What follows belongs to an exercise in optimizing a design on an open flow for small area; a production flow would make more cautious choices. The RTL was checked by simulation tests, not by an equivalence proof against the original design. Power is estimated from default activity; no workload was simulated.

## cedar
// conv_in_top
module conv_in_top (
	input  logic                        clk,
	input  logic                        rst_n,
	input  logic                        enable,
	input  logic [1:0]                  cmd,
	input  logic [32-1:0]  pixel_in,
	output logic [1:0]                  ack,
	output logic [8-1:0] rom_addr,
	output logic [(2 + 6 * 32)-1:0]        window
);
Settings: LEC_CHECK=0, CAP_MARGIN=20, CORE_MARGIN=2, CORE_UTILIZATION=60, SLEW_MARGIN=20; clock period 5.0 ns.
standard.sh (not shown) runs the stock make flow with config.mk's settings and CLKGATE_MAP_FILE= SYNTH_SCRIPT=/design/flow/synth_recipe.tcl, a recipe that flattens the netlist after the stock synthesis.
==> flow/flow/run.sh <==
#!/bin/bash
# Standard ORFS layout with three changes: ABC maps for area only, the port
# buffers are the smallest buffer cell, and clock tree synthesis clusters
# more sinks per buffer and adds no dummy loads. The make output goes to
# flow_make.log here; each ORFS step keeps its own log under orfs/logs/.
set -euo pipefail
export FLOW_WORK=$PWD
export FLOW_ABC_SCRIPT=$PWD/flow/abc_min_area.script
bash standard.sh \
	"SYNTH_SCRIPT=$PWD/flow/synth_min_area.tcl" \
	"BUFFER_PORTS_ARGS=-buffer_cell sky130_fd_sc_hd__buf_1" \
	"CTS_ARGS=-sink_clustering_enable -repair_clock_nets -dont_use_dummy_load -buf_list sky130_fd_sc_hd__clkbuf_8 -sink_clustering_size 16 -sink_clustering_max_diameter 50" \
	finish > flow_make.log 2>&1
==> flow/flow/abc_min_area.script <==
strash
dch -f
amap
==> flow/flow/synth_min_area.tcl <==
# The standard synthesis (synth_recipe.tcl in the work folder), except that
# ABC maps the logic with flow/abc_min_area.script, an area-only mapping.
proc abc {args} {
  set i [lsearch -exact $args -script]
  if { $i >= 0 } {
    lset args [expr { $i + 1 }] $::env(FLOW_ABC_SCRIPT)
  }
  yosys abc {*}$args
}
source $::env(FLOW_WORK)/synth_recipe.tcl
cedar reached the end of the flow, and the finished layout is clean on the timing, design-rule and antenna checks.
Modified inputs, pepper compared to cedar
Settings: a change of CORE_UTILIZATION from 60 to 55; an added CTS_BUF_LIST of sky130_fd_sc_hd__clkbuf_4.
==> flow/run.sh (new file) <==
#!/bin/bash
# synth_recipe.tcl (not shown) runs the flow's synth.tcl, then flattens the netlist and writes it again
# the make line also repeats each setting of config.mk as NAME=value (left out here)
make -C /OpenROAD-flow-scripts/flow DESIGN_CONFIG=/design/flow/config.mk WORK_HOME=/design/flow/orfs CLKGATE_MAP_FILE= SYNTH_SCRIPT=/design/flow/synth_recipe.tcl finish
removed: flow/flow/run.sh
removed: flow/flow/abc_min_area.script
removed: flow/flow/synth_min_area.tcl
removed: flow/standard.sh
Notes after the runs:
On pepper: worst hold slack is 0.13 ns higher than what cedar gave.
Diff cedar -> pepper | count of clock-buffer cells in the layout | up by more than 100%
Compared pepper vs cedar, and die boundary width is up in pepper.
Fraction of the cycle the final worst path needs, cedar and pepper: higher on pepper
Delta (pepper minus cedar): detailed-placement wirelength estimate shrank by 420 um; post-route worst setup slack down 0.22 ns; detailed-route vias per instance now sits lower.
--- input diff pepper..fjord ---
Settings: CORE_UTILIZATION: 55 -> 75; CTS_BUF_LIST: sky130_fd_sc_hd__clkbuf_4 -> unset.
==> flow/flow/run.sh (new file) <==
#!/bin/bash
# Standard ORFS layout with three changes: ABC maps for area only, the port
# buffers are the smallest buffer cell, and clock tree synthesis clusters
# more sinks per buffer and adds no dummy loads. The make output goes to
# flow_make.log here; each ORFS step keeps its own log under orfs/logs/.
set -euo pipefail
export FLOW_WORK=$PWD
export FLOW_ABC_SCRIPT=$PWD/flow/abc_min_area.script
bash standard.sh \
	"SYNTH_SCRIPT=$PWD/flow/synth_min_area.tcl" \
	"BUFFER_PORTS_ARGS=-buffer_cell sky130_fd_sc_hd__buf_1" \
	"CTS_ARGS=-sink_clustering_enable -repair_clock_nets -dont_use_dummy_load -buf_list sky130_fd_sc_hd__clkbuf_8 -sink_clustering_size 16 -sink_clustering_max_diameter 50" \
	finish > flow_make.log 2>&1
==> flow/flow/abc_min_area.script (new file) <==
strash
dch -f
amap
==> flow/flow/synth_min_area.tcl (new file) <==
# The standard synthesis (synth_recipe.tcl in the work folder), except that
# ABC maps the logic with flow/abc_min_area.script, an area-only mapping.
proc abc {args} {
  set i [lsearch -exact $args -script]
  if { $i >= 0 } {
    lset args [expr { $i + 1 }] $::env(FLOW_ABC_SCRIPT)
  }
  yosys abc {*}$args
}
source $::env(FLOW_WORK)/synth_recipe.tcl
==> flow/standard.sh (new file) <==
#!/bin/bash
# synth_recipe.tcl (not shown) runs the flow's synth.tcl, then flattens the netlist and writes it again
# the make line also repeats each setting of config.mk as NAME=value (left out here)
make -C /OpenROAD-flow-scripts/flow DESIGN_CONFIG=/design/flow/config.mk WORK_HOME=/design/flow/orfs CLKGATE_MAP_FILE= SYNTH_SCRIPT=/design/flow/synth_recipe.tcl "${@:-finish}"
removed: flow/run.sh
==> run summary <==
- Fraction of the mapped netlist area in compound gates sits lower in fjord than in pepper.
- fjord consumes more power than pepper does.
- fjord vs pepper, pin count of the biggest net entering global routing went up by 12.
- Diff pepper -> fjord: met2 demand-to-capacity share in global routing grew by 13 points, utilization grew by 17 points, detailed placer's ending HPWL shrank by 2.0 mm.
Here is what was changed in the inputs of zinc compared with fjord.
Settings: an added ABC_AREA of 1; an added CTS_BUF_LIST of sky130_fd_sc_hd__clkbuf_8; a change of CORE_UTILIZATION from 75 to 60.
==> flow/run.sh (new file) <==
#!/bin/bash
# synth_recipe.tcl (not shown) runs the flow's synth.tcl, then flattens the netlist and writes it again
# the make line also repeats each setting of config.mk as NAME=value (left out here)
make -C /OpenROAD-flow-scripts/flow DESIGN_CONFIG=/design/flow/config.mk WORK_HOME=/design/flow/orfs CLKGATE_MAP_FILE= SYNTH_SCRIPT=/design/flow/synth_recipe.tcl finish
removed: flow/flow/run.sh
removed: flow/flow/abc_min_area.script
removed: flow/flow/synth_min_area.tcl
removed: flow/standard.sh
Findings:
Diff fjord..zinc | setup violation total in the final timing report | unchanged. When the final numbers for fjord and zinc were put side by side, the setup slack turned out to be smaller in zinc. Summary: with fjord as the reference, via count in zinc moved up by more than 10%. The run showing the greater share of the yosys chip area belonging to registers is fjord. Comparing fjord and zinc, the higher switching power is on fjord. zinc went all the way through synthesis, placement and routing and the layout is clean on timing, DRC and antenna. Clock latency of the later-clocked register in the worst-skew pair in zinc is 0.02 ns higher than in fjord. For fjord, the critical path startpoint was cnt[1], unlike zinc, where it was cnt[0]. zinc vs fjord: layout net count up. Against fjord, zinc comes in 40% higher on footprint of the multi-input gates.
[inputs] ember vs zinc
Settings: clearing ABC_AREA, which used to be 1; clearing CTS_BUF_LIST, which used to be sky130_fd_sc_hd__clkbuf_8; swapping 60 for 85 in CORE_UTILIZATION.
==> flow/flow/run.sh (new file) <==
#!/bin/bash
# Standard ORFS layout with three changes: ABC maps for area only, the port
# buffers are the smallest buffer cell, and clock tree synthesis clusters
# more sinks per buffer and adds no dummy loads. The make output goes to
# flow_make.log here; each ORFS step keeps its own log under orfs/logs/.
set -euo pipefail
export FLOW_WORK=$PWD
export FLOW_ABC_SCRIPT=$PWD/flow/abc_min_area.script
bash standard.sh \
	"SYNTH_SCRIPT=$PWD/flow/synth_min_area.tcl" \
	"BUFFER_PORTS_ARGS=-buffer_cell sky130_fd_sc_hd__buf_1" \
	"CTS_ARGS=-sink_clustering_enable -repair_clock_nets -dont_use_dummy_load -buf_list sky130_fd_sc_hd__clkbuf_8 -sink_clustering_size 16 -sink_clustering_max_diameter 50" \
	finish > flow_make.log 2>&1
==> flow/flow/abc_min_area.script (new file) <==
strash
dch -f
amap
==> flow/flow/synth_min_area.tcl (new file) <==
# The standard synthesis (synth_recipe.tcl in the work folder), except that
# ABC maps the logic with flow/abc_min_area.script, an area-only mapping.
proc abc {args} {
  set i [lsearch -exact $args -script]
  if { $i >= 0 } {
    lset args [expr { $i + 1 }] $::env(FLOW_ABC_SCRIPT)
  }
  yosys abc {*}$args
}
source $::env(FLOW_WORK)/synth_recipe.tcl
==> flow/standard.sh (new file) <==
#!/bin/bash
# synth_recipe.tcl (not shown) runs the flow's synth.tcl, then flattens the netlist and writes it again
# the make line also repeats each setting of config.mk as NAME=value (left out here)
make -C /OpenROAD-flow-scripts/flow DESIGN_CONFIG=/design/flow/config.mk WORK_HOME=/design/flow/orfs CLKGATE_MAP_FILE= SYNTH_SCRIPT=/design/flow/synth_recipe.tcl "${@:-finish}"
removed: flow/run.sh
Notes after the runs:
- Row total via count in the routed design: ember lower / zinc higher
- ember reports its largest family of logic cells by synthesized area as compound AO/OA/AOI/OAI gates while zinc reports simple AND/OR/NAND/NOR gates.
- Summary of ember over zinc: overall power +about 7.5%, maximum vdd drop climbed 19%, number of buffers created by CTS decreased by 65 relative to the old numbers, core region area now smaller.
- Count of non-filler cells in the finished layout sits lower in ember than in zinc.
- zinc has completed all stages; timing, DRC and antenna checks passed.
- ember finished end to end and its layout was clean on timing, DRC and antenna.
- zinc ended up with cnt[0] as its start point of the critical path; ember ended up with mode[0].

[re-timing with driven ports]
No port has a modelled driver above. Below, the same layouts with a new extraction and two added sets of constraints.
Step 1, drivers: a clkbuf_16 drives clk and a buf_2 each remaining input, both assumed.
Step 2 adds t to the input delays and takes it off the output delays; t is the mean of the earliest and latest rising clock arrival at the registers after step 1. Input paths then give back, and output paths get back, about the clock's delay inside the block.
Three values: ideal, step 1, step 2; two values: the first two.
run | shift t [ns] | slack for setup (ns) | hold slack, ns | worst setup path at the end | worst register clock-pin slew, ns
cedar | 0.717 | 0.551 / 0.498 / 1.215 | 0.271 / 0.243 / 0.373 | register to output | 0.10 / 0.10
pepper | 1.022 | 0.335 / 0.278 / 1.240 | 0.401 / 0.401 / 0.401 | input to register | 0.08 / 0.08
fjord | 0.716 | 0.615 / 0.564 / 1.280 | 0.288 / 0.261 / 0.395 | register to output | 0.10 / 0.10
zinc | 0.758 | 0.589 / 0.532 / 1.289 | 0.411 / 0.411 / 0.411 | register to output | 0.07 / 0.07
ember | 0.709 | 0.096 / 0.042 / 0.751 | 0.286 / 0.254 / 0.404 | register to output | 0.11 / 0.11
After both steps every run listed still meets setup and hold.
